Source: an optimization exercise on an open RTL-to-GDS flow (aim: small area). Production flows keep margins and buffers that such runs may drop. The RTL was checked by simulation tests, not by an equivalence proof against the original design.

==> flow/design.v (outline; a module is shown in full before it is edited, if it fits) <==
// module raster_core: 1626 lines
// module rc_fa: 4 lines
// module rc_ha: 4 lines
module raster_core #(
  parameter int XW = 7,
  parameter int YW = 6,
  parameter int CW = 6,
  parameter int DW = 3
) (
  input  logic            clk,
  input  logic            rst_n,
  input  logic            frame_start_in,
  input  logic            px_valid_in,
  input  logic [XW-1:0]   px_x_in,
  input  logic [YW-1:0]   px_y_in,
  input  logic [CW-1:0]   bg_color_in,
  input  logic [2*CW-1:0] poly_color_in,
  input  logic [2*XW-1:0] v0_x_in,
  input  logic [2*XW-1:0] v1_x_in,
  input  logic [2*XW-1:0] v2_x_in,
  input  logic [2*YW-1:0] v0_y_in,
  input  logic [2*YW-1:0] v1_y_in,
  input  logic [2*YW-1:0] v2_y_in,
  input  logic [2*DW-1:0] poly_depth_in,
  input  logic            en_screen_in,
  input  logic [1:0]      poly_enable_in,
  output logic [CW-1:0]   color_out,
  output logic            color_valid_out
);
  // ...
==> flow/flow/run.sh <==
#!/bin/bash
# Standard layout, except that synthesis places the design's rc_fa / rc_ha adder
# cells directly as library full / half adders (flow/premap.tcl, run right after
# the design is read), instead of flattening them and re-extracting adders.
set -euo pipefail
bash standard.sh SYNTH_CANONICALIZE_TCL="$PWD/flow/premap.tcl" finish > standard.log 2>&1
==> flow/flow/fa_map.v <==
// Map the design's adder cells straight onto the library's adder cells.
module rc_fa (input a, b, c, output s, co);
  sky130_fd_sc_hd__fa_1 _TECHMAP_REPLACE_ (.A(a), .B(b), .CIN(c), .SUM(s), .COUT(co));
endmodule

module rc_ha (input a, b, output s, co);
  sky130_fd_sc_hd__ha_1 _TECHMAP_REPLACE_ (.A(a), .B(b), .SUM(s), .COUT(co));
endmodule
==> flow/flow/premap.tcl <==
# Run after the design is read: place the design's rc_fa / rc_ha adder cells
# as library full / half adders, so the rest of synthesis keeps them as they are.
techmap -map [file join [file dirname [info script]] fa_map.v] t:rc_fa t:rc_ha
==> flow/standard.sh <==
#!/bin/bash
# synth_recipe.tcl (not shown) runs the flow's synth.tcl, then flattens the netlist and writes it again
# the make line also repeats each setting of config.mk as NAME=value (left out here)
make -C /OpenROAD-flow-scripts/flow DESIGN_CONFIG=/design/flow/config.mk WORK_HOME=/design/flow/orfs CLKGATE_MAP_FILE= SYNTH_SCRIPT=/design/flow/synth_recipe.tcl "${@:-finish}"
==> flow/config.mk <==
export PLATFORM = sky130hd
export DESIGN_NAME = raster_core
export DESIGN_NICKNAME = raster_core
export VERILOG_FILES = /design/flow/design.v
export SDC_FILE = /design/flow/constraint.sdc
export NUM_CORES = 4
export LEC_CHECK = 0
export CAP_MARGIN = 20
export CORE_MARGIN = 2
export CORE_UTILIZATION = 40
export SLEW_MARGIN = 20
==> flow/constraint.sdc <==
create_clock -name core_clock -period 8.0 [get_ports {clk}]
set_input_delay 1.6000 -clock core_clock [delete_from_list [all_inputs] [get_ports {clk}]]
set_output_delay 1.6000 -clock core_clock [all_outputs]
set_load 0.01 [all_outputs]
==> out/results.ini, run 1 <==
[synthesis]
synth_most_common_cell=fa_1
synth_top_family_by_area=adder cells
synth_area_leaders=fa_1 (44%), edfxtp_1 (19%), ha_1 (7.0%), and2_1 (6.4%), nand2_1 (4.5%)
muxShareOfSynthArea_pct=1.83
synth_edf_count=133

[finish]
layout_common_cells=fa_1 (470), nand2_1 (254), and2_1 (217), edfxtp_1 (133), clkdlybuf4s50_1 (127)
n_sequential_cell=181
final_layout_size_suffix_gt1_share_pct=4.97
nets=2590
buf_share_pct=6.12
finalNonFillerCells=2582
final_core_util_pct=45.7

[worst_setup_path]
cpMostUsedCell=fa_1
crit_cells=22
crit_path_start=t0_u[0]$_DFF_P_
arrival_ns=7.75
cp_max_fo=14

[placed_design]
portBuffers=128
placed_cells=2549
finalWeightedCongestion=0.845

[routing]
route.met3.wl_um=3430
routed-wl-met2_um=24100
firstDrtPassIters=5

[timing]
rsz0062_at_grt=no
fin_crit_sh_pct=92.1
fin_skew_ns=0.0117
worst_pin_slew_ns=0.926
slew_violations=0

[clock_network]
clk_path_buf_depth=2
tritoncts=yes
cts-resized-gates=0

[global_route]
top_usage_layer=met2
use_met1_pct=28.2

[die]
taps=688

[outcome]
status=no timing/DRC/antenna violations

==> inputs of run 2 (changes only) <==
==> flow/flow/run.sh (replaced) <==
#!/bin/bash
# Standard layout, with these changes:
#  - synthesis places the design's rc_fa / rc_ha adder cells directly as library
#    full / half adders (flow/premap.tcl, run right after the design is read);
#  - synthesis keeps yosys's default Brent-Kung carry chains (SYNTH_OPERATIONS_ARGS
#    set, so the Kogge-Stone map is not added);
#  - every port still gets its buffer, a buf_1;
#  - clock tree options below.
set -euo pipefail
bash standard.sh SYNTH_CANONICALIZE_TCL="$PWD/flow/premap.tcl" \
  SYNTH_OPERATIONS_ARGS=-noshare \
  BUFFER_PORTS_ARGS="-buffer_cell sky130_fd_sc_hd__buf_1" \
  CTS_ARGS="-sink_clustering_enable -repair_clock_nets -buf_list sky130_fd_sc_hd__clkbuf_8 -dont_use_dummy_load" finish > standard.log 2>&1
--- a/flow/config.mk
+++ b/flow/config.mk
@@ -8,4 +8,5 @@
 export CAP_MARGIN = 20
 export CORE_MARGIN = 2
 export CORE_UTILIZATION = 40
+export GPL_TIMING_DRIVEN = 0
 export SLEW_MARGIN = 20
==> run 2 against run 1 <==
  * Still clean
  * Global-route usage fell by 0.76 points
  * Final area fell by 4.5%
  * Utilization decreased by 1.2 points
  * Wire length down 5.0%
  * Critical path depth stayed put
  * Sequential share of layout area grew 1.1 points
  * Non-clock buffer count is 30 higher
  * First-iteration DRC count increased by 4.3%
  * Setup slack worse by 0.40 ns
  * Clock-buffer cell count fell by 2
  * Critical path type unchanged
==> out/results.ini, run 2 <==
[placed_design]
dp_hpwl_um=42100
dp_slack_ns=-0.764
finalWeightedCongestion=0.864  ; +2.3%
portBuffers=128  ; unchanged

[synthesis]
synth-compound-area-share_pct=2.84
ys_ff_latch=181
synth_top_family_by_area=adder cells
synth_flop_cell=edfxtp_1
synth-adder-area-share_pct=54.0
yosys.area.top_type=fa_1
synth_area_leaders=fa_1 (47%), edfxtp_1 (19%), ha_1 (6.5%), and2_1 (6.5%), nand2_1 (4.5%)
ys_seq_area_share_pct=24.0
synth_most_common_cell=fa_1
synth_cells=1647
synth_cell_type_count=46
yosys.area_share.simple_pct=12.4
synth_xor_area_share_pct=1.47
synth_common_cells=fa_1 (494), nand2_1 (250), and2_1 (216), inv_1 (141), edfxtp_1 (133)
muxShareOfSynthArea_pct=1.81  ; -0.017 points
yosys_warnings=1
synthArstFlopShare_pct=3.87
synth_edf_count=133  ; unchanged
syn_area_um2=20800
syn_area_per_cell_um2=12.6
synth_top_area_share_pct=47.5

[worst_setup_path]
crit_slowest_cell=fa_1
critical_path.cell_chain=clkbuf_8, nand2_1, fa_1, fa_1, fa_1, fa_1, fa_1, fa_1, ha_1, a2111oi_4, nor2_1, fa_1, xor2_2, ha_1, fa_1, ha_1, nand4_1, nor2_1, a221o_1, a311oi_2, xnor2_2, a211oi_4
path_buf_inv=1
cpMostUsedCell=fa_1
arrival_ns=8.13  ; +0.38 ns
path_class=flop to flop
crit_path_end_kind=flop
worstSetupStartpointType=flop
cp_slowest_stage_delay_ns=0.54
critPathTopFamily=adder cells
worst_ep_required_time_ns=8.36
cp_max_fo=10  ; -4

[finish]
fill_cells=4736
final_core_util_pct=44.5  ; -1.2 points
top_regs=t0_a_q: 14 flops, t1_a_q: 14 flops, pcol_q: 12 flops
nets=2539  ; -2.0%
final_layout_size_suffix_gt1_share_pct=6.90  ; +1.9 points
final_common_cell=fa_1
area_growth_pct=9.87
layout_common_cells=fa_1 (487), nand2_1 (248), and2_1 (212), inv_1 (141), edfxtp_1 (133)

[clock_network]
clk_path_buf_depth=2  ; unchanged
cts.sinks=181
path_clk_slew_ns=0.08
numCtsBuffers=17
clk_latency_ns=0.51
cts-hold-fix-buffers=0
cts-root-buf=clkbuf_8
tritoncts=yes
h-tree-depth=4

[die]
coreArea_um2=51400
die_x_um=232
design.die.area_um2=53900
io_pins=129
die_h_um=232
fp-row-count=83
start_util_pct=40.5

[global_route]
grt_pass1_wl_um=79400
grt-ovfl-total=0
track_usage_pct=19.7
grt_max_degree=33
antenna_found_initial=6
grt_pass1_vias=14100

[routing]
firstDrtPassIters=5  ; unchanged
drt_iter0_drc=879
num_vias=12500
wl_per_cell_um=19.9
drtAntennaViolNets=0
via_per_inst=5.02
routed_wl_um=49500
remaining_drc_errors=0

[outcome]
status=no timing/DRC/antenna violations

[timing]
worst_pin_slew_ns=0.841  ; -0.0849 ns
relSlewSlack_pct=43.9
fin_skew_ns=0.0393  ; +0.0276 ns
setup_ws_ns=0.231
layout_min_cycle_time_ns=7.77
hold_violations=0
fmax_ghz=0.129
fin_crit_sh_pct=97.1  ; +5.0 points
slew_violations=0  ; unchanged
setup_viol=0

[hold_path]
hp-class=flop to flop

[run]
cap_violations=0

run 2: cell count changes after synthesis, sizes merged, moves of 6 or more:
cell | before | now
nor2b | 11 | 3
ha | 118 | 109
a21oi | 41 | 28
inv | 109 | 141
nand3 | 12 | 4
xnor2 | 42 | 26
nor2 | 37 | 10
o21ai | 34 | 14
fa | 470 | 494
xor2 | 15 | 9
run 2: worst paths after layout:
| path | from | to | slack [ns] | depth (start not counted) |
|---|---|---|---|---|
| setup / recovery | t1_w[0]$_DFF_P_ | hit_q[1]$_DFF_P_ | 0.23 | 22 |
| hold / removal | s2_valid$_DFF_PN0_ | color_valid_out$_DFF_PN0_ | 0.33 | 0 |
| setup reg to reg | t1_w[0]$_DFF_P_ | hit_q[1]$_DFF_P_ | 0.23 | 22 |
| hold reg to reg | s2_valid$_DFF_PN0_ | color_valid_out$_DFF_PN0_ | 0.33 | 0 |
| max in group asynchronous | rst_n | s1_valid$_DFF_PN0_ | 6.39 | 1 |
| min in group asynchronous | rst_n | en_q$_DFFE_PN0P_ | 1.12 | 1 |
run 2: layout make-up:
class                           count  area [um^2]  share of cell area, %
Buffer                             46          279                   1.22
Multi-Input combinational cell   1290        15400                   67.1
Antenna cell                        2         5.00                 0.0219
Sequential cell                   181         5010                   21.9
Clock buffer                       17          234                   1.02
Tap cell                          680          851                   3.72
Inverter                          141          529                   2.31
Timing Repair Buffer              137          607                   2.65
run 2: stage by stage:
step	hold slack, ns	setup TNS [ns]	cell area, um^2	cells
floorplan	0.310	0	20900	1662
global placement	0.315	-1.46	22200	2470
detailed placement	0.321	-1.49	22300	2474
CTS	0.338	0	22800	2492
global route	0.343	-0.00220	22900	2493
finish	0.332	0	22900	2494
run 2: metal layers:
layer	share of wire, %	vias to the layer above	wire (um)	GRT usage (%)
met1	46	6607	22500	28.2
li1	-	5513	-	-
met3	6.0	44	2980	3.67
met4	2.3	6	1120	5.67
met2	46	358	22800	30.5
met5	0.089	-	44	0
run 2: cells by family (layout without fill, tap and decap cells):
logic type                 count (synthesis)  after routing
xor gates and xnor gates                  35             35
and+or+nand+nor                          515            515
AOI/OAI and AO/OA                         87             87
buffers and inverters                    191            341
other                                      1             18
adders and majority gates                603            603
muxes                                     34             34
DFF                                      181            181
run 2: timing repair:
| action | CTS | global route |
|---|---|---|
| setup buffers | 3 | 2 |
| pin swaps | 10 | 13 |
| gates cloned | 0 | 0 |
| endpoints found under the setup margin | 2 | 2 |
| endpoints found under the hold margin | 0 | 0 |
| gates resized for setup | 55 | 43 |
==> inputs of run 3 (changes only) <==
--- a/flow/config.mk
+++ b/flow/config.mk
@@ -5,8 +5,8 @@
 export SDC_FILE = /design/flow/constraint.sdc
 export NUM_CORES = 4
 export LEC_CHECK = 0
-export CAP_MARGIN = 20
+export CAP_MARGIN = 0
 export CORE_MARGIN = 2
 export CORE_UTILIZATION = 40
 export GPL_TIMING_DRIVEN = 0
-export SLEW_MARGIN = 20
+export SLEW_MARGIN = 0
==> run 3 against run 2 <==
  * Still clean on timing, DRC and antenna
  * Sequential share of layout area hardly changed
  * Synthesized area stayed put
  * Global-route usage is 0.10 points higher
  * Non-clock buffer count stayed put
  * Clock skew is 0.013 ns lower
  * First-iteration DRC count is 16% lower
  * Highest routed layer unchanged
==> out/results.ini, run 3 <==
[finish]
finalNonFillerCells=2493  ; -0.040%
nets=2539  ; unchanged
layout_common_cells=fa_1 (486), nand2_1 (250), and2_1 (212), inv_1 (141), edfxtp_1 (133)
area_growth_pct=9.72
final_common_cell=fa_1
top_regs=t0_a_q: 14 flops, t1_a_q: 14 flops, pcol_q: 12 flops
final_layout_size_suffix_gt1_share_pct=6.84  ; -0.055 points

[timing]
relSlewSlack_pct=43.6  ; -0.38 points
fin_crit_sh_pct=97.0  ; about the same
fmax_ghz=0.129  ; about the same
fin_skew_ns=0.0265  ; -0.0128 ns
slew_violations=0  ; unchanged
worst_pin_slew_ns=0.847  ; +0.00569 ns
setup_ws_ns=0.237  ; +0.00533 ns
setup_viol=0  ; unchanged
layout_min_cycle_time_ns=7.76  ; -0.00533 ns
setup_tns_ns=0  ; unchanged
hold_violations=0  ; unchanged

[hold_path]
hp-class=flop to flop
holdPathStages=0  ; unchanged

[synthesis]
synth_area_leaders=fa_1 (47%), edfxtp_1 (19%), ha_1 (6.5%), and2_1 (6.5%), nand2_1 (4.5%)
syn_area_per_cell_um2=12.6  ; unchanged
synth_most_common_cell=fa_1
synth_cell_type_count=46  ; unchanged
synth_cells=1647  ; unchanged
synth_flop_cell=edfxtp_1
yosys.area.top_type=fa_1
ys_ff_latch=181  ; unchanged
ys_seq_area_share_pct=24.0  ; unchanged
synth_top_area_share_pct=47.5  ; unchanged
synthArstFlopShare_pct=3.87  ; unchanged
synth_common_cells=fa_1 (494), nand2_1 (250), and2_1 (216), inv_1 (141), edfxtp_1 (133)
yosys_warnings=1  ; unchanged
syn_area_um2=20800  ; unchanged
synth_edf_count=133  ; unchanged

[placed_design]
finalWeightedCongestion=0.864  ; unchanged
placed_cells=2473  ; -0.040%
dp_slack_ns=-0.746  ; +0.0179 ns
portBuffers=128  ; unchanged
dp_hpwl_um=42200  ; +0.20%

[worst_setup_path]
worst_ep_required_time_ns=8.37  ; about the same
cpMostUsedCell=fa_1
path_buf_inv=1  ; unchanged
arrival_ns=8.13  ; about the same
path_class=flop to flop
worstSetupStartpointType=flop
critPathTopFamily=adder cells
cp_max_fo=10  ; unchanged
crit_cells=22  ; unchanged
crit_path_end_kind=flop
critical_path.cell_chain=clkbuf_4, nand2_1, fa_1, fa_1, fa_1, fa_1, fa_1, fa_1, ha_1, o21ai_0, nand2b_1, a21oi_2, o31ai_1, fa_1, ha_1, fa_1, ha_1, or3_1, a211oi_2, a31oi_1, xnor2_1, a211oi_4
cp_slowest_stage_delay_ns=0.57  ; +0.03 ns
crit_slowest_cell=fa_1
ff2ff_path_depth=22  ; unchanged

[outcome]
status=no timing/DRC/antenna violations

[clock_network]
tritoncts=yes
clk_latency_ns=0.51  ; about the same
cts.sinks=181  ; unchanged
numCtsBuffers=17  ; unchanged
path_clk_slew_ns=0.10  ; +0.02 ns
cts-root-buf=clkbuf_8
h-tree-depth=4  ; unchanged
cts-hold-fix-buffers=0  ; unchanged
clk_path_buf_depth=2  ; unchanged

[global_route]
antenna_found_initial=5  ; -1
grt-ovfl-total=0  ; unchanged
grt_max_degree=38  ; +15%
track_usage_pct=19.8  ; +0.10 points
grt_pass1_vias=14100  ; +0.45%
grt_pass1_wl_um=79600  ; +0.18%

[die]
die_x_um=232  ; unchanged
coreArea_um2=51400  ; unchanged
start_util_pct=40.5  ; unchanged
io_pins=129  ; unchanged
design.die.area_um2=53900  ; unchanged
fp-row-count=83  ; unchanged
die_h_um=232  ; unchanged

[routing]
firstDrtPassIters=5  ; unchanged
drtAntennaViolNets=0  ; unchanged
remaining_drc_errors=0  ; unchanged
wl_per_cell_um=20.0  ; +0.57%
num_vias=12500  ; -0.22%
routed_wl_um=49800  ; +0.53%
via_per_inst=5.01  ; -0.18%
drt_iter0_drc=738  ; -16%

[run]
cap_violations=0  ; unchanged

==> run 3: cell count changes in the layout (fill, tap and decap cells not counted), moves of 2 or more <==
| cell | delta |
|---|---|
| nand2_1 | +2 |
| buf_6 | -2 |
| nand2_2 | -2 |
| clkbuf_2 | +2 |
==> run 3: final cells by class <==
class / count / area, um^2
diodes: 1 / 2.50
plain buffers: 47 / 289
clock buffers: 17 / 234
fillers: 4731 / 28600
inverters: 141 / 529
multi-input cells: 1290 / 15400
flip-flops and latches: 181 / 5010
well taps: 680 / 851
repair buffers: 136 / 579
==> run 3: cells by family after synthesis <==
group,share of synthesized area (%)
other cells,0.0180
fa+ha+maj,54.0
mux,1.81
buf+inv,3.48
compound gates,2.84
xor+xnor,1.47
flops,24.0
simple gates,12.4
==> run 3: path summary, 6_finish.rpt <==
path	startpoint	end	slack (ns)
worst max-delay path	t0_w[0]$_DFF_P_	hit_q[0]$_DFF_P_	0.24
worst min register to register	s1_blank$_DFF_P_	s2_blank$_DFF_P_	0.34
worst min-delay path	s1_blank$_DFF_P_	s2_blank$_DFF_P_	0.34
worst max register to register	t0_w[0]$_DFF_P_	hit_q[0]$_DFF_P_	0.24
min in group asynchronous	rst_n	en_q$_DFFE_PN0P_	1.09
max in group asynchronous	rst_n	s2_valid$_DFF_PN0_	6.46
==> run 3: worst reg2reg max path, cell delays in order (launching register included) <==
cell and delay [ns]:
dfxtp_2 0.47, clkbuf_4 0.30, nand2_1 0.10, fa_1 0.58, fa_1 0.46, fa_1 0.51
fa_1 0.43, fa_1 0.49, fa_1 0.52, ha_1 0.30, o21ai_0 0.08, nand2b_1 0.10
a21oi_2 0.08, o31ai_1 0.37, fa_1 0.56, ha_1 0.34, fa_1 0.47, ha_1 0.20
or3_1 0.35, a211oi_2 0.22, a31oi_1 0.13, xnor2_1 0.18, a211oi_4 0.37
==> run 3: metrics by stage <==
| step | instance area [um^2] | util, % | hold WS (ns) |
|---|---|---|---|
| CTS | 22700 | 44.2 | 0.336 |
| floorplan | 20900 | - | 0.310 |
| global route | 22800 | 44.4 | 0.360 |
| finish | 22800 | 44.4 | 0.341 |
| detailed placement | 22300 | 43.3 | 0.323 |
| global placement | 22200 | 43.2 | 0.315 |
==> run 3: routing by layer <==
layer	routed length (um)	track usage [%]	vias up
met4	978	5.37	4
met1	22800	27.9	6579
met2	23100	31.2	360
li1	-	-	5515
met3	2850	3.94	43
met5	24	0	-
==> run 3: repair_timing <==
action	CTS	global route
pin swaps	11	16
endpoints found under the setup margin	2	2
gates resized for setup	56	41
buffers inserted	3	2
==> inputs of run 4 (changes only) <==
==> flow/config.mk (replaced) <==
export PLATFORM = sky130hd
export DESIGN_NAME = raster_core
export DESIGN_NICKNAME = raster_core
export VERILOG_FILES = /design/flow/design.v
export SDC_FILE = /design/flow/constraint.sdc
export NUM_CORES = 4
export LEC_CHECK = 0
export CAP_MARGIN = 20
export CORE_MARGIN = 2
export CORE_UTILIZATION = 50
export SLEW_MARGIN = 20
==> run 4 against run 3 <==
  * Still clean
  * Sequential share of layout area up 0.43 points
  * First-iteration DRC count up 21%
  * Clock skew up 0.00091 ns
  * Critical endpoint is now hit_q[1]$_DFF_P_
==> out/results.ini, run 4 <==
[placed_design]
dp_slack_ns=0.467  ; +1.21 ns
finalWeightedCongestion=0.874  ; +1.2%
dp_hpwl_um=42400  ; +0.54%
portBuffers=128  ; unchanged

[synthesis]
synth_top_area_share_pct=47.5  ; unchanged
synth_flop_cell=edfxtp_1
ys_ff_latch=181  ; unchanged
synth_area_leaders=fa_1 (47%), edfxtp_1 (19%), ha_1 (6.5%), and2_1 (6.5%), nand2_1 (4.5%)
ys_seq_area_share_pct=24.0  ; unchanged
synth_cell_type_count=46  ; unchanged
yosys_warnings=1  ; unchanged
syn_area_per_cell_um2=12.6  ; unchanged
syn_area_um2=20800  ; unchanged
synth_common_cells=fa_1 (494), nand2_1 (250), and2_1 (216), inv_1 (141), edfxtp_1 (133)
synth_most_common_cell=fa_1
yosys.area.top_type=fa_1
synth_edf_count=133  ; unchanged
synthArstFlopShare_pct=3.87  ; unchanged
synth_cells=1647  ; unchanged

[timing]
setup_viol=0  ; unchanged
relSlewSlack_pct=41.8  ; -1.8 points
slew_violations=0  ; unchanged
setup_ws_ns=0.501  ; +0.264 ns
fin_skew_ns=0.0274  ; +0.000907 ns
layout_min_cycle_time_ns=7.50  ; -0.264 ns
fin_crit_sh_pct=93.7  ; -3.3 points
worst_pin_slew_ns=0.873  ; +0.0266 ns
rsz0062_at_grt=no
setup_tns_ns=0  ; unchanged
fmax_ghz=0.133  ; +3.5%
hold_violations=0  ; unchanged

[finish]
layout_common_cells=fa_1 (494), nand2_1 (250), and2_1 (216), inv_1 (141), edfxtp_1 (133)
final_layout_size_suffix_gt1_share_pct=4.97  ; -1.9 points
nets=2517  ; -0.87%
final_common_cell=fa_1
area_growth_pct=7.17
n_antenna_cell=0  ; -1
top_regs=t0_a_q: 14 flops, t1_a_q: 14 flops, pcol_q: 12 flops

[routing]
remaining_drc_errors=0  ; unchanged
drtAntennaViolNets=0  ; unchanged
routed_wl_um=50000  ; +0.37%
drt_iter0_drc=890  ; +21%
num_vias=12500  ; +0.080%
wl_per_cell_um=21.5  ; +7.8%
via_per_inst=5.39  ; +7.5%
firstDrtPassIters=7  ; +2

[clock_network]
clk_latency_ns=0.51  ; about the same
numCtsBuffers=17  ; unchanged
cts.sinks=181  ; unchanged
cts-hold-fix-buffers=0  ; unchanged
clk_path_buf_depth=2  ; unchanged
cts-resized-gates=0  ; -100%
cts-root-buf=clkbuf_8
h-tree-depth=4  ; unchanged
tritoncts=yes
path_clk_slew_ns=0.10  ; about the same
post_cts_buffers=0  ; -3

[worst_setup_path]
r2r_slack_ns=0.50  ; +0.26 ns
arrival_ns=7.87  ; -0.26 ns
worstSetupStartpointType=flop
cp_max_fo=8  ; -2
worst_ep_required_time_ns=8.37  ; about the same
crit_path_end_kind=flop
path_class=flop to flop

[global_route]
grt_pass1_vias=14400  ; +1.4%
grt_max_degree=61  ; +61%
grt-ovfl-total=0  ; unchanged
grt_pass1_wl_um=80600  ; +1.3%
antenna_found_initial=2  ; -3
track_usage_pct=24.8  ; +5.0 points

[die]
fp-row-count=74  ; -11%
die_x_um=208  ; -10%
die_h_um=208  ; -10%
coreArea_um2=40900  ; -20%
design.die.area_um2=43300  ; -20%
start_util_pct=50.9  ; +10 points
io_pins=129  ; unchanged

[outcome]
status=no timing/DRC/antenna violations

[hold_path]
hp-class=flop to flop

[run]
cap_violations=0  ; unchanged

[run 4: cell counts after synthesis]
Identical to the previous run, type by type.
[run 4: worst paths after layout]
path,end,depth (start not counted),start
hold reg to reg,s2_blank$_DFF_P_,0,s1_blank$_DFF_P_
hold / removal,s2_blank$_DFF_P_,0,s1_blank$_DFF_P_
min in group asynchronous,setup_q$_DFF_PN0_,1,rst_n
setup / recovery,hit_q[1]$_DFF_P_,24,t1_dy0[5]$_DFFE_PP_
max in group asynchronous,s2_valid$_DFF_PN0_,1,rst_n
setup reg to reg,hit_q[1]$_DFF_P_,24,t1_dy0[5]$_DFFE_PP_
[run 4: logic make-up after synthesis]
kind of cell,Yosys count,synth area share (%)
adder cells (fa/ha/maj),603,54.0
AND/OR/NAND/NOR,515,12.4
buffers and inverters,191,3.48
flip-flops,181,24.0
AO/OA/AOI/OAI,87,2.84
XOR/XNOR,35,1.47
multiplexers,34,1.81
other,1,0.0180
[run 4: area by class of cell]
cell class | instances | area, um^2
fillers | 3542 | 18600
multi-input cells | 1290 | 15200
flip-flops and latches | 181 | 4990
repair buffers | 161 | 732
well taps | 532 | 666
inverters | 141 | 529
clock buffers | 17 | 234
[run 4: routing by layer]
| layer | GRT usage [%] | up-vias | wire [um] |
|---|---|---|---|
| li1 | - | 5464 | - |
| met1 | 36.8 | 6592 | 23200 |
| met2 | 37.3 | 404 | 22400 |
| met3 | 5.18 | 49 | 3340 |
| met4 | 6.87 | 2 | 1070 |
| met5 | 0.111 | - | 11 |
[run 4: metrics by stage]
step,cell area (um^2),cells,util (%),hold WS (ns)
4_1_cts,22300,2322,54.5,0.317
3_3_place_gp,22100,2305,54.0,0.316
2_1_floorplan,20900,1662,-,0.310
6_report,22300,2322,54.5,0.320
3_5_place_dp,22100,2305,54.0,0.319
5_1_grt,22300,2322,54.5,0.335
[run 4: worst max-delay path, stage by stage (launching register included)]
cell	delay (ns)
edfxtp_1	0.49
and2_1	0.20
fa_1	0.49
fa_1	0.52
fa_1	0.52
fa_1	0.43
fa_1	0.54
fa_1	0.42
ha_1	0.34
o21a_1	0.19
o21ai_0	0.14
nand2b_1	0.09
and3_1	0.18
a221oi_1	0.30
fa_1	0.48
inv_1	0.08
ha_1	0.24
fa_1	0.46
ha_1	0.32
nor2_1	0.10
nor2_1	0.06
a221o_1	0.29
a311oi_1	0.25
xnor2_1	0.17
a211oi_2	0.05
==> inputs of run 5 (changes only) <==
--- a/flow/config.mk
+++ b/flow/config.mk
@@ -7,5 +7,6 @@
 export LEC_CHECK = 0
 export CAP_MARGIN = 20
 export CORE_MARGIN = 2
-export CORE_UTILIZATION = 50
+export CORE_UTILIZATION = 60
+export PLACE_DENSITY = 0.75
 export SLEW_MARGIN = 20
==> run 5 against run 4 <==
  * Highest routed layer unchanged
  * Clock skew is 0.011 ns higher
  * Non-clock buffer count decreased by 1
  * Final area shrank 0.43%
  * Wire length fell by 3.9%
  * Global-route usage increased by 3.9 points
  * Synthesized cell count unchanged
  * Setup slack worse by 0.011 ns
  * First-iteration DRC count down 0.67%
  * Register-to-register slack about the same
==> out/results.ini, run 5 <==
[die]
design.die.area_um2=36200  ; -16%
die_x_um=190  ; -8.5%
start_util_pct=60.6  ; +9.7 points
die_h_um=190  ; -8.5%
fp-row-count=68  ; -8.1%
io_pins=129  ; unchanged
coreArea_um2=34400  ; -16%

[finish]
regArea_um2=4990  ; unchanged
final_common_cell=fa_1
final_layout_size_suffix_gt1_share_pct=4.97  ; about the same
fill_cells=2607  ; -26%
top_regs=t0_a_q: 14 flops, t1_a_q: 14 flops, pcol_q: 12 flops
layout_common_cells=fa_1 (494), nand2_1 (250), and2_1 (216), inv_1 (141), edfxtp_1 (133)
nets=2516  ; -0.040%
postLayoutCellArea_um2=22200  ; -0.43%
multi_input_area_um2=15200  ; about the same
area_growth_pct=6.71

[timing]
layout_min_cycle_time_ns=7.51  ; +0.0106 ns
worst_pin_slew_ns=0.932  ; +0.0590 ns
relSlewSlack_pct=37.9  ; -3.9 points
fin_skew_ns=0.0383  ; +0.0109 ns
fmax_ghz=0.133  ; -0.14%
hold_violations=0  ; unchanged
fin_crit_sh_pct=93.9  ; +0.13 points
slew_violations=0  ; unchanged
setup_tns_ns=0  ; unchanged
rsz0062_at_grt=no
setup_viol=0  ; unchanged

[synthesis]
synth_area_leaders=fa_1 (47%), edfxtp_1 (19%), ha_1 (6.5%), and2_1 (6.5%), nand2_1 (4.5%)
yosys.area.top_type=fa_1
ys_ff_latch=181  ; unchanged
synth_edf_count=133  ; unchanged
syn_area_um2=20800  ; unchanged
syn_area_per_cell_um2=12.6  ; unchanged
synth_common_cells=fa_1 (494), nand2_1 (250), and2_1 (216), inv_1 (141), edfxtp_1 (133)
ys_seq_area_share_pct=24.0  ; unchanged
synth_most_common_cell=fa_1
synth_flop_cell=edfxtp_1
synth_top_area_share_pct=47.5  ; unchanged
synthArstFlopShare_pct=3.87  ; unchanged
synth_cells=1647  ; unchanged
yosys_warnings=1  ; unchanged
synth_cell_type_count=46  ; unchanged

[placed_design]
dpl_cell_area_um2=22000  ; -0.50%
dp_hpwl_um=40400  ; -4.7%
finalWeightedCongestion=0.878  ; +0.46%
portBuffers=128  ; unchanged

[worst_setup_path]
crit_path_end_kind=flop
worstSetupStartpointType=flop
path_class=flop to flop
cp_max_fo=11  ; +3
arrival_ns=7.91  ; +0.04 ns
worst_ep_required_time_ns=8.41  ; +0.04 ns

[routing]
num_vias=12700  ; +1.4%
remaining_drc_errors=0  ; unchanged
drt_iter0_drc=884  ; -0.67%
via_per_inst=5.65  ; +4.8%
wl_per_cell_um=21.4  ; -0.63%
routed_wl_um=48000  ; -3.9%
drtAntennaViolNets=0  ; unchanged
firstDrtPassIters=5  ; -2

[global_route]
antenna_found_initial=4  ; +2
track_usage_pct=28.7  ; +3.9 points
grt_max_degree=65  ; +6.6%
grt_pass1_vias=14500  ; +0.99%
grt-ovfl-total=0  ; unchanged
grt_pass1_wl_um=77200  ; -4.2%

[run]
cap_violations=0  ; unchanged

[clock_network]
numCtsBuffers=17  ; unchanged
cts.sinks=181  ; unchanged
clk_latency_ns=0.51  ; about the same
path_clk_slew_ns=0.11  ; about the same
clk_path_buf_depth=2  ; unchanged
cts-hold-fix-buffers=0  ; unchanged
h-tree-depth=4  ; unchanged
tritoncts=yes
cts-root-buf=clkbuf_8

[outcome]
status=no timing/DRC/antenna violations

[hold_path]
hp-class=flop to flop

-- run 5: final timing paths --
check	from	endpoint	slack, ns	cells past startpoint
max	t1_w[0]$_DFF_P_	hit_q[1]$_DFF_P_	0.49	21
min	s1_blank$_DFF_P_	s2_blank$_DFF_P_	0.35	0
max reg2reg	t1_w[0]$_DFF_P_	hit_q[1]$_DFF_P_	0.49	21
min reg2reg	s1_blank$_DFF_P_	s2_blank$_DFF_P_	0.35	0
max in group asynchronous	rst_n	s2_valid$_DFF_PN0_	6.49	1
min in group asynchronous	rst_n	setup_q$_DFF_PN0_	1.08	1
-- run 5: logic make-up after synthesis --
group / after synthesis / synth area share [%]
AO/OA/AOI/OAI: 87 / 2.84
multiplexers: 34 / 1.81
buffers and inverters: 191 / 3.48
flip-flops: 181 / 24.0
adder cells (fa/ha/maj): 603 / 54.0
AND/OR/NAND/NOR: 515 / 12.4
other: 1 / 0.0180
XOR/XNOR: 35 / 1.47
-- run 5: final cells by class --
type	instances	share of cell area (%)
repair buffers	160	3.26
multi-input cells	1290	68.3
clock buffers	17	1.05
diodes	1	0.0113
inverters	141	2.38
well taps	455	2.56
flip-flops and latches	181	22.5
-- run 5: critical path, cell delays in order, from the launching register on --
cell	delay, ns
dfxtp_1	0.61
nand2_1	0.15
fa_1	0.52
fa_1	0.45
fa_1	0.52
fa_1	0.47
fa_1	0.55
fa_1	0.43
ha_1	0.33
a2111oi_1	0.52
nor2_1	0.12
fa_1	0.40
xor2_1	0.27
ha_1	0.30
fa_1	0.46
ha_1	0.30
nand4_1	0.10
nor2_1	0.06
a221o_1	0.29
a311oi_1	0.26
xnor2_1	0.14
a211oi_2	0.16
-- run 5: routing by layer --
metal / up-vias / wire length [um] / GRT usage [%]
li1: 5471 / - / -
met1: 6601 / 19600 / 38.9
met2: 523 / 22700 / 45.2
met3: 79 / 4420 / 8.52
met4: 6 / 1190 / 8.97
met5: - / 37 / 0
-- run 5: repair_timing --
action                     in CTS  in global routing
resized for setup               0                  1
buffers inserted                0                  1
setup endpoints to repair       0                  1
-- run 5: through the flow --
step	std cells	hold slack (ns)	utilization [%]	setup WS, ns
after floorplan	1662	0.310	-	0.714
after global placement	2226	0.314	63.9	0.563
after detailed placement	2226	0.317	63.9	0.448
after CTS	2243	0.349	64.6	0.432
after global routing	2244	0.351	64.6	0.0497
final	2245	0.349	64.6	0.490
==> inputs of run 6 (changes only) <==
--- a/flow/config.mk
+++ b/flow/config.mk
@@ -7,6 +7,5 @@
 export LEC_CHECK = 0
 export CAP_MARGIN = 20
 export CORE_MARGIN = 2
-export CORE_UTILIZATION = 60
-export PLACE_DENSITY = 0.75
+export CORE_UTILIZATION = 40
 export SLEW_MARGIN = 20
==> run 6 against run 5 <==
  * Still clean on timing, DRC and antenna
  * Die area up 49%
  * Global-route usage down 8.2 points
  * Flip-flop and latch count unchanged
  * Register-to-register slack worse by 0.05 ns
  * Hold slack worse by 0.029 ns
  * Largest cell class unchanged
==> out/results.ini, run 6 <==
[routing]
topRoutingLayerUsed=met5
drt_iter0_drc=775  ; -12%
met1_length_um=22900  ; +17%
via_per_inst=5.06  ; -10%
drtAntennaViolNets=0  ; unchanged
wl_per_cell_um=20.7  ; -3.1%
route.met3.wl_um=3530  ; -20%
num_vias=12500  ; -1.1%
routed-wl-met2_um=23900  ; +5.1%
routed_wl_um=51300  ; +6.9%
remaining_drc_errors=0  ; unchanged
firstDrtPassIters=5  ; unchanged

[timing]
fmax_ghz=0.132  ; -0.62%
hold_violations=0  ; unchanged
fin_crit_sh_pct=94.5  ; +0.58 points
relSlewSlack_pct=38.9  ; +1.1 points
slew_violations=0  ; unchanged
setup_viol=0  ; unchanged
layout_min_cycle_time_ns=7.56  ; +0.0465 ns
setup_tns_ns=0  ; unchanged
rsz0062_at_grt=no
worst_pin_slew_ns=0.916  ; -0.0162 ns
setup_ws_ns=0.444  ; -0.0465 ns
fin_skew_ns=0.0445  ; +0.00621 ns

[synthesis]
synth_edf_count=133  ; unchanged
synth_top_family_by_area=adder cells
synth_most_common_cell=fa_1
syn_area_per_cell_um2=12.6  ; unchanged
synth-compound-area-share_pct=2.84  ; unchanged
yosys.area.top_type=fa_1
yosys_warnings=1  ; unchanged
synth_xor_area_share_pct=1.47  ; unchanged
synth_top_area_share_pct=47.5  ; unchanged
synth_area_leaders=fa_1 (47%), edfxtp_1 (19%), ha_1 (6.5%), and2_1 (6.5%), nand2_1 (4.5%)
muxShareOfSynthArea_pct=1.81  ; unchanged
ys_ff_latch=181  ; unchanged
synthArstFlopShare_pct=3.87  ; unchanged
yosys.area_share.simple_pct=12.4  ; unchanged
syn_area_um2=20800  ; unchanged
synth_cell_type_count=46  ; unchanged
synth_flop_cell=edfxtp_1
ys_seq_area_share_pct=24.0  ; unchanged
synth_common_cells=fa_1 (494), nand2_1 (250), and2_1 (216), inv_1 (141), edfxtp_1 (133)
synth_cells=1647  ; unchanged
synth-adder-area-share_pct=54.0  ; unchanged

[die]
coreArea_um2=51400  ; +50%
design.die.area_um2=53900  ; +49%
die_h_um=232  ; +22%
fp-row-count=83  ; +22%
io_pins=129  ; unchanged
start_util_pct=40.5  ; -20 points
die_x_um=232  ; +22%

[worst_setup_path]
crit_path_end_kind=flop
path_class=flop to flop
cp_max_fo=8  ; -3
worst_ep_required_time_ns=8.44  ; +0.03 ns
worstSetupStartpointType=flop
arrival_ns=8.00  ; +0.09 ns

[outcome]
status=no timing/DRC/antenna violations

[clock_network]
tritoncts=yes
post_cts_buffers=0  ; unchanged
cts-root-buf=clkbuf_8
path_clk_slew_ns=0.12  ; about the same
cts.sinks=181  ; unchanged
numCtsBuffers=17  ; unchanged
clk_path_buf_depth=2  ; unchanged
h-tree-depth=4  ; unchanged
clk_latency_ns=0.52  ; about the same

[global_route]
grt_max_degree=67  ; +3.1%
grt_pass1_vias=14500  ; +0.048%
grt_pass1_wl_um=82400  ; +6.7%
track_usage_pct=20.5  ; -8.2 points
antenna_found_initial=5  ; +1
grt-ovfl-total=0  ; unchanged

[finish]
nets=2524  ; +0.32%
top_regs=t0_a_q: 14 flops, t1_a_q: 14 flops, pcol_q: 12 flops
final_common_cell=fa_1
final_layout_size_suffix_gt1_share_pct=5.40  ; +0.42 points
layout_common_cells=fa_1 (494), nand2_1 (250), and2_1 (216), inv_1 (141), edfxtp_1 (133)
postLayoutCellArea_um2=22600  ; +1.5%
final_core_util_pct=43.9  ; -21 points
area_growth_pct=8.33

[placed_design]
dpl_cell_area_um2=22300  ; +1.6%
finalWeightedCongestion=0.881  ; +0.32%
dp_hpwl_um=43200  ; +6.9%
dp_slack_ns=0.265  ; -0.184 ns
portBuffers=128  ; unchanged

[hold_path]
hp-class=flop to flop

[run]
cap_violations=0  ; unchanged

## run 6: cell count changes in the layout (fill, tap and decap cells not counted)
cell,previous run,this run
a221oi_1,1,2
a221oi_2,1,0
buf_4,32,40
dfxtp_1,41,40
dfxtp_2,0,1
## run 6: per-layer routing
layer	vias to the layer above	GRT usage (%)
li1	5478	-
met1	6581	28.9
met2	430	32.5
met3	51	3.97
met4	6	5.39
met5	-	0
## run 6: stage by stage
| step | instances | hold WS [ns] |
|---|---|---|
| finish | 2478 | 0.320 |
| CTS | 2477 | 0.316 |
| global route | 2478 | 0.321 |
| global placement | 2460 | 0.317 |
| detailed placement | 2460 | 0.323 |
| floorplan | 1662 | 0.310 |
## run 6: cells by family (layout without fill, tap and decap cells)
kind of cell,Yosys count,after routing
AO/OA/AOI/OAI,87,87
XOR/XNOR,35,35
adder cells (fa/ha/maj),603,603
buffers and inverters,191,326
flip-flops,181,181
multiplexers,34,34
other,1,17
AND/OR/NAND/NOR,515,515
## run 6: repair_timing
item / CTS / global route
hold buffers: 0 / 0
resized for setup: 0 / 1
setup endpoints to repair: 0 / 1
## run 6: worst max-delay path, stage by stage, from the launching register on
cell      delay, ns
edfxtp_1       0.52
and2_1         0.20
fa_1           0.47
fa_1           0.53
fa_1           0.51
fa_1           0.43
fa_1           0.54
fa_1           0.42
ha_1           0.34
o21a_1         0.19
o21ai_0        0.16
nand2b_1       0.10
and3_1         0.18
a221oi_1       0.31
fa_1           0.49
inv_1          0.08
ha_1           0.24
fa_1           0.46
ha_1           0.32
nor2_1         0.11
nor2_1         0.06
a221o_1        0.29
a311oi_1       0.26
xnor2_1        0.13
a211oi_2       0.15
## run 6: cell type report
class / count / area (um^2)
Antenna cell: 1 / 2.50
Clock buffer: 17 / 234
Fill cell: 4768 / 28800
Inverter: 141 / 529
Multi-Input combinational cell: 1290 / 15200
Sequential cell: 181 / 4990
Tap cell: 680 / 851
Timing Repair Buffer: 168 / 785
## run 6: final timing paths
check                                       endpoint  cells past startpoint  slack (ns)                start
setup / recovery                    hit_q[1]$_DFF_P_                     24        0.44  t1_dy0[4]$_DFFE_PP_
hold / removal                      s2_blank$_DFF_P_                      0        0.32     s1_blank$_DFF_P_
setup reg to reg                    hit_q[1]$_DFF_P_                     24        0.44  t1_dy0[4]$_DFFE_PP_
hold reg to reg                     s2_blank$_DFF_P_                      0        0.32     s1_blank$_DFF_P_
max in group asynchronous       pen_q[1]$_DFFE_PN0P_                      1        6.44                rst_n
min in group asynchronous  color_valid_out$_DFF_PN0_                      1        1.08                rst_n
==> inputs of run 7 (changes only) <==
--- a/flow/flow/run.sh
+++ b/flow/flow/run.sh
@@ -10,4 +10,4 @@
 bash standard.sh SYNTH_CANONICALIZE_TCL="$PWD/flow/premap.tcl" \
   SYNTH_OPERATIONS_ARGS=-noshare \
   BUFFER_PORTS_ARGS="-buffer_cell sky130_fd_sc_hd__buf_1" \
-  CTS_ARGS="-sink_clustering_enable -repair_clock_nets -buf_list sky130_fd_sc_hd__clkbuf_8 -dont_use_dummy_load" finish > standard.log 2>&1
+  CTS_ARGS="-sink_clustering_enable -repair_clock_nets -buf_list sky130_fd_sc_hd__clkbuf_16 -sink_clustering_size 40 -sink_clustering_max_diameter 150 -dont_use_dummy_load" finish > standard.log 2>&1
--- a/flow/config.mk
+++ b/flow/config.mk
@@ -7,5 +7,6 @@
 export LEC_CHECK = 0
 export CAP_MARGIN = 20
 export CORE_MARGIN = 2
-export CORE_UTILIZATION = 40
+export CORE_UTILIZATION = 60
+export PLACE_DENSITY = 0.75
 export SLEW_MARGIN = 20
==> run 7 against run 6 <==
  * Still clean
  * Global-route usage grew 8.4 points
  * Fmax about the same
  * Final cell count shrank 9.4%
  * Non-clock buffer count is 8 lower
  * Wire length is 6.0% lower
  * Hold slack improved by 0.021 ns
  * Critical path type unchanged
  * Critical endpoint unchanged
==> out/results.ini, run 7 <==
[outcome]
status=no timing/DRC/antenna violations

[hold_path]
holdPathStages=0  ; unchanged
hp-class=flop to flop
worstHoldEndpoint=s2_blank$_DFF_P_
hold_path.startpoint=s1_blank$_DFF_P_

[die]
fp-row-count=68  ; -18%
design.die.area_um2=36200  ; -33%
die_h_um=190  ; -18%
die_x_um=190  ; -18%
start_util_pct=60.6  ; +20 points
coreArea_um2=34400  ; -33%
io_pins=129  ; unchanged

[timing]
setup_viol=0  ; unchanged
fin_skew_ns=0.0204  ; -0.0240 ns
slew_violations=0  ; unchanged
fin_crit_sh_pct=94.5  ; about the same
worst_pin_slew_ns=0.922  ; +0.00620 ns
relSlewSlack_pct=38.5  ; -0.41 points
fmax_ghz=0.132  ; about the same
layout_min_cycle_time_ns=7.56  ; +0.00137 ns
rsz0062_at_grt=no
setup_tns_ns=0  ; unchanged
hold_violations=0  ; unchanged

[synthesis]
syn_area_per_cell_um2=12.6  ; unchanged
ys_ff_latch=181  ; unchanged
synth_most_common_cell=fa_1
synth_flop_cell=edfxtp_1
synth_cells=1647  ; unchanged
yosys_warnings=1  ; unchanged
synthArstFlopShare_pct=3.87  ; unchanged
synth_area_leaders=fa_1 (47%), edfxtp_1 (19%), ha_1 (6.5%), and2_1 (6.5%), nand2_1 (4.5%)
ys_seq_area_share_pct=24.0  ; unchanged
synth_common_cells=fa_1 (494), nand2_1 (250), and2_1 (216), inv_1 (141), edfxtp_1 (133)
synth_cell_type_count=46  ; unchanged
yosys.area.top_type=fa_1
synth_top_area_share_pct=47.5  ; unchanged
synth_edf_count=133  ; unchanged
syn_area_um2=20800  ; unchanged

[worst_setup_path]
cp_max_fo=11  ; +3
r2r_slack_ns=0.44  ; about the same
ff2ff_path_depth=20  ; -17%
timing.rr.end=hit_q[1]$_DFF_P_
crit_path_end_kind=flop
path_class=flop to flop
reg2reg_from=t1_w[0]$_DFF_P_
worstSetupStartpointType=flop
worst_ep_required_time_ns=8.35  ; -0.09 ns
arrival_ns=7.91  ; -0.09 ns

[global_route]
track_usage_pct=28.9  ; +8.4 points
antenna_found_initial=4  ; -1
grt_pass1_vias=14600  ; +0.93%
grt-ovfl-total=0  ; unchanged
grt_pass1_wl_um=77700  ; -5.6%
grt_max_degree=65  ; -3.0%

[clock_network]
tritoncts=yes
cts.sinks=181  ; unchanged
clk_latency_ns=0.45  ; -0.07 ns
cts-root-buf=clkbuf_16
clk_path_buf_depth=2  ; unchanged
path_clk_slew_ns=0.07  ; -0.05 ns
h-tree-depth=4  ; unchanged
cts-hold-fix-buffers=0  ; unchanged
numCtsBuffers=17  ; unchanged

[placed_design]
finalWeightedCongestion=0.878  ; -0.32%
dp_hpwl_um=40400  ; -6.4%
portBuffers=128  ; unchanged

[routing]
remaining_drc_errors=0  ; unchanged
firstDrtPassIters=6  ; +1
wl_per_cell_um=21.5  ; +3.7%
num_vias=12700  ; +1.2%
routed_wl_um=48200  ; -6.0%
drt_iter0_drc=682  ; -12%
drtAntennaViolNets=0  ; unchanged
via_per_inst=5.65  ; +12%

[finish]
area_growth_pct=7.63
final_core_util_pct=65.2  ; +21 points
nets=2516  ; -0.32%
final_layout_size_suffix_gt1_share_pct=4.97  ; -0.42 points
top_regs=t0_a_q: 14 flops, t1_a_q: 14 flops, pcol_q: 12 flops
layout_common_cells=fa_1 (494), nand2_1 (250), and2_1 (216), inv_1 (141), edfxtp_1 (133)
final_common_cell=fa_1

[run]
cap_violations=0  ; unchanged

-- run 7: cell counts after synthesis --
No cell type changed its count.
-- run 7: cells by family after synthesis --
kind of cell / Yosys count / share of synthesized area [%]
buffers and inverters: 191 / 3.48
other: 1 / 0.0180
adders and majority gates: 603 / 54.0
muxes: 34 / 1.81
DFF: 181 / 24.0
and+or+nand+nor: 515 / 12.4
AOI/OAI and AO/OA: 87 / 2.84
xor gates and xnor gates: 35 / 1.47
-- run 7: final cells by class --
cell class                 instances  area, um^2
antenna                            1        2.50
clock buffer                      17         425
fill                            2573       12000
inverter                         141         529
multi-input combinational       1290       15200
sequential                       181        4990
tap                              455         569
timing repair buffer             160         724
-- run 7: worst max-delay path by stage --
stage / startpoint / end / cells past startpoint
finish: t1_w[0]$_DFF_P_ / hit_q[1]$_DFF_P_ / 20
detailed placement: t1_dy0[5]$_DFFE_PP_ / hit_q[1]$_DFF_P_ / 24
floorplan: t1_u[0]$_DFF_P_ / hit_q[1]$_DFF_P_ / 25
global route: t1_w[0]$_DFF_P_ / hit_q[1]$_DFF_P_ / 21
CTS: t1_w[0]$_DFF_P_ / hit_q[1]$_DFF_P_ / 21
global placement: t1_dy0[5]$_DFFE_PP_ / hit_q[1]$_DFF_P_ / 24
-- run 7: metal layers --
layer	track usage (%)	part of all wire (%)	vias up	routed length, um
li1	-	-	5483	-
met1	38.8	41	6615	19800
met2	45.1	47	504	22600
met3	8.70	9.0	85	4340
met4	10.5	3.0	6	1470
met5	0	0.083	-	40
-- run 7: repair_timing --
action,CTS,global route
buffers inserted,0,1
hold endpoints to repair,0,0
gates resized for setup,0,1
setup endpoints to repair,0,1
-- run 7: per-stage QoR --
step           worst slack (ns)  hold WS [ns]  instances  cell area, um^2
2_1_floorplan             0.714         0.310       1662            20900
3_3_place_gp              0.563         0.314       2226            22000
3_5_place_dp              0.448         0.317       2226            22000
4_1_cts                   0.427         0.341       2243            22400
5_1_grt                  0.0468         0.343       2244            22400
6_report                  0.443         0.341       2245            22400
-- run 7: critical path, stage by stage (launching register included) --
cell and delay [ns]:
dfxtp_1 0.61, nand2_1 0.15, fa_1 0.53, fa_1 0.45, fa_1 0.52, fa_1 0.48, fa_1 0.56, fa_1 0.43
ha_1 0.33, a2111oi_1 0.54, o31ai_1 0.19, fa_1 0.60, ha_1 0.28, fa_1 0.46, ha_1 0.32, nor2_1 0.10
nor2_1 0.06, a221o_1 0.29, a311oi_1 0.26, xnor2_1 0.14, a211oi_2 0.16
==> inputs of run 8 (changes only) <==
--- a/flow/flow/run.sh
+++ b/flow/flow/run.sh
@@ -10,4 +10,4 @@
 bash standard.sh SYNTH_CANONICALIZE_TCL="$PWD/flow/premap.tcl" \
   SYNTH_OPERATIONS_ARGS=-noshare \
   BUFFER_PORTS_ARGS="-buffer_cell sky130_fd_sc_hd__buf_1" \
-  CTS_ARGS="-sink_clustering_enable -repair_clock_nets -buf_list sky130_fd_sc_hd__clkbuf_16 -sink_clustering_size 40 -sink_clustering_max_diameter 150 -dont_use_dummy_load" finish > standard.log 2>&1
+  CTS_ARGS="-sink_clustering_enable -repair_clock_nets -buf_list sky130_fd_sc_hd__clkbuf_8 -sink_clustering_size 30 -dont_use_dummy_load" finish > standard.log 2>&1
==> run 8 against run 7 <==
  * Still clean
  * Sequential share of layout area rose by 0.19 points
  * Register-to-register slack improved by 0.05 ns
  * Final area fell by 0.85%
  * Critical path type unchanged
  * Highest routed layer unchanged
==> out/results.ini, run 8 <==
[finish]
final_layout_size_suffix_gt1_share_pct=4.97  ; unchanged
postLayoutCellArea_um2=22200  ; -0.85%
top_regs=t0_a_q: 14 flops, t1_a_q: 14 flops, pcol_q: 12 flops
final_common_cell=fa_1
fill_cells=2607  ; +1.3%
layout_common_cells=fa_1 (494), nand2_1 (250), and2_1 (216), inv_1 (141), edfxtp_1 (133)
final_core_util_pct=64.6  ; -0.56 points
regArea_um2=4990  ; unchanged
multi_input_area_um2=15200  ; unchanged
nets=2516  ; unchanged
area_growth_pct=6.71

[routing]
num_vias=12700  ; -0.10%
firstDrtPassIters=5  ; -1
via_per_inst=5.65  ; -0.10%
drtAntennaViolNets=0  ; unchanged
routed_wl_um=48000  ; -0.48%
remaining_drc_errors=0  ; unchanged
drt_iter0_drc=884  ; +30%
wl_per_cell_um=21.4  ; -0.48%

[placed_design]
dpl_cell_area_um2=22000  ; unchanged
portBuffers=128  ; unchanged
dp_hpwl_um=40400  ; unchanged
dp_slack_ns=0.448  ; unchanged
finalWeightedCongestion=0.878  ; unchanged

[die]
die_x_um=190  ; unchanged
start_util_pct=60.6  ; unchanged
die_h_um=190  ; unchanged
coreArea_um2=34400  ; unchanged
io_pins=129  ; unchanged
fp-row-count=68  ; unchanged
design.die.area_um2=36200  ; unchanged

[synthesis]
synth_cells=1647  ; unchanged
synth_edf_count=133  ; unchanged
syn_area_um2=20800  ; unchanged
synth_top_area_share_pct=47.5  ; unchanged
ys_seq_area_share_pct=24.0  ; unchanged
synth_common_cells=fa_1 (494), nand2_1 (250), and2_1 (216), inv_1 (141), edfxtp_1 (133)
synthArstFlopShare_pct=3.87  ; unchanged
synth_flop_cell=edfxtp_1
yosys.area.top_type=fa_1
synth_area_leaders=fa_1 (47%), edfxtp_1 (19%), ha_1 (6.5%), and2_1 (6.5%), nand2_1 (4.5%)
synth_cell_type_count=46  ; unchanged
yosys_warnings=1  ; unchanged
syn_area_per_cell_um2=12.6  ; unchanged
ys_ff_latch=181  ; unchanged
synth_most_common_cell=fa_1

[clock_network]
path_clk_slew_ns=0.11  ; +0.04 ns
cts-hold-fix-buffers=0  ; unchanged
numCtsBuffers=17  ; unchanged
cts.sinks=181  ; unchanged
tritoncts=yes
clk_path_buf_depth=2  ; unchanged
h-tree-depth=4  ; unchanged
cts-root-buf=clkbuf_8
clk_latency_ns=0.51  ; +0.06 ns

[timing]
layout_min_cycle_time_ns=7.51  ; -0.0479 ns
setup_viol=0  ; unchanged
relSlewSlack_pct=37.9  ; -0.67 points
worst_pin_slew_ns=0.932  ; +0.0100 ns
hold_slack_ns=0.349  ; +0.00831 ns
setup_tns_ns=0  ; unchanged
setup_ws_ns=0.490  ; +0.0479 ns
fmax_ghz=0.133  ; +0.64%
hold_violations=0  ; unchanged
slew_violations=0  ; unchanged
fin_crit_sh_pct=93.9  ; -0.60 points
rsz0062_at_grt=no
fin_skew_ns=0.0383  ; +0.0178 ns

[run]
cap_violations=0  ; unchanged

[hold_path]
hp-class=flop to flop
hold_path.startpoint=s1_blank$_DFF_P_

[worst_setup_path]
cp_max_fo=11  ; unchanged
crit_path_start=t1_w[0]$_DFF_P_
cpMostUsedCell=fa_1
critPathTopFamily=adder cells
crit_cells=21  ; +5.0%
worstSetupStartpointType=flop
crit_slowest_cell=dfxtp_1
cp-endpoint=hit_q[1]$_DFF_P_
worst_ep_required_time_ns=8.41  ; +0.06 ns
r2r_slack_ns=0.49  ; +0.05 ns
cp_slowest_stage_delay_ns=0.61  ; about the same
reg2reg_from=t1_w[0]$_DFF_P_
path_class=flop to flop
timing.rr.end=hit_q[1]$_DFF_P_
ff2ff_path_depth=21  ; +5.0%
crit_path_end_kind=flop
arrival_ns=7.91  ; about the same
critical_path.cell_chain=nand2_1, fa_1, fa_1, fa_1, fa_1, fa_1, fa_1, ha_1, a2111oi_1, nor2_1, fa_1, xor2_1, ha_1, fa_1, ha_1, nand4_1, nor2_1, a221o_1, a311oi_1, xnor2_1, a211oi_2
path_buf_inv=0  ; unchanged

[global_route]
antenna_found_initial=4  ; unchanged
grt_pass1_vias=14500  ; -0.97%
grt_pass1_wl_um=77200  ; -0.70%
grt-ovfl-total=0  ; unchanged
grt_max_degree=65  ; unchanged
track_usage_pct=28.7  ; -0.19 points

[outcome]
status=no timing/DRC/antenna violations

==> run 8: cell counts after synthesis <==
No cell type changed its count.
==> run 8: stage by stage <==
step	instances
final	2245
after global routing	2244
after CTS	2243
after detailed placement	2226
after global placement	2226
after floorplan	1662
==> run 8: final cells by class <==
cell class	instances	share of cell area [%]
multi-input cells	1290	68.3
flip-flops and latches	181	22.5
repair buffers	160	3.26
well taps	455	2.56
inverters	141	2.38
clock buffers	17	1.05
diodes	1	0.0113
==> run 8: cells by family (layout without fill, tap and decap cells) <==
logic type	count (synthesis)	count (layout)	share of synthesized area [%]
adder cells (fa/ha/maj)	603	603	54.0
AND/OR/NAND/NOR	515	515	12.4
buffers and inverters	191	318	3.48
flip-flops	181	181	24.0
AO/OA/AOI/OAI	87	87	2.84
XOR/XNOR	35	35	1.47
multiplexers	34	34	1.81
other	1	17	0.0180
==> run 8: worst register-to-register path: stages, from the launching register on <==
cell and delay, ns:
dfxtp_1 0.61, nand2_1 0.16, fa_1 0.52, fa_1 0.45, fa_1 0.52, fa_1 0.47
fa_1 0.55, fa_1 0.43, ha_1 0.33, a2111oi_1 0.52, nor2_1 0.12, fa_1 0.40
xor2_1 0.27, ha_1 0.30, fa_1 0.46, ha_1 0.30, nand4_1 0.10, nor2_1 0.06
a221o_1 0.29, a311oi_1 0.26, xnor2_1 0.14, a211oi_2 0.16
==> run 8: how the worst min path moves through the flow <==
stage / endpoint / cells after the start / slack, ns
after global placement: s2_blank$_DFF_P_ / 0 / 0.31
after CTS: s2_blank$_DFF_P_ / 0 / 0.35
after global routing: s2_blank$_DFF_P_ / 0 / 0.35
after floorplan: s2_blank$_DFF_P_ / 0 / 0.31
after detailed placement: s2_blank$_DFF_P_ / 0 / 0.32
final: s2_blank$_DFF_P_ / 0 / 0.35
==> run 8: what timing repair did <==
| item | 4_1_cts | 5_1_grt |
|---|---|---|
| buffers inserted | 0 | 1 |
| gates resized for setup | 0 | 1 |
| endpoints found under the setup margin | 0 | 1 |
==> run 8: layer usage <==
layer / routed length, um / track usage (%) / share of wire (%) / vias up
met5: 37 / 0 / 0.077 / -
met4: 1190 / 8.97 / 2.5 / 6
met3: 4420 / 8.52 / 9.2 / 79
met2: 22700 / 45.2 / 47 / 523
met1: 19600 / 38.9 / 41 / 6601
li1: - / - / - / 5471

==> what the ideal ports hide <==
How much do the figures lean on ideal ports? The routed layouts below were timed once more, with nothing changed but the port constraints.
Step 1 sets driving cells, clkbuf_16 on the clock port and buf_2 on the other inputs (assumed; they add their load-dependent delay and slew).
Step 2 moves the port delays by t, midway between the first and last clock arrival at a register: inputs arrive t later, outputs are due t later. That takes back most of the time a late clock gives input paths.
Slacks: ideal / step 1 / step 2; pairs: ideal / step 1.
run | t (ns) | setup WS [ns] | latest minus earliest clock arrival (ns) | worst slew at a driven data input, ns
run 1 | 0.504 | 0.630 / 0.630 / 0.630 | 0.015 / 0.015 | 0.13
run 2 | 0.540 | 0.231 / 0.231 / 0.231 | 0.040 / 0.039 | 0.12
run 3 | 0.546 | 0.237 / 0.237 / 0.237 | 0.028 / 0.028 | 0.12
run 4 | 0.551 | 0.501 / 0.501 / 0.501 | 0.033 / 0.033 | 0.13
run 5 | 0.537 | 0.490 / 0.490 / 0.490 | 0.040 / 0.040 | 0.12
run 6 | 0.546 | 0.444 / 0.444 / 0.444 | 0.051 / 0.051 | 0.13
run 7 | 0.491 | 0.443 / 0.443 / 0.443 | 0.022 / 0.022 | 0.11
run 8 | 0.537 | 0.490 / 0.490 / 0.490 | 0.040 / 0.040 | 0.12
After both steps setup and hold are still met in every run listed.
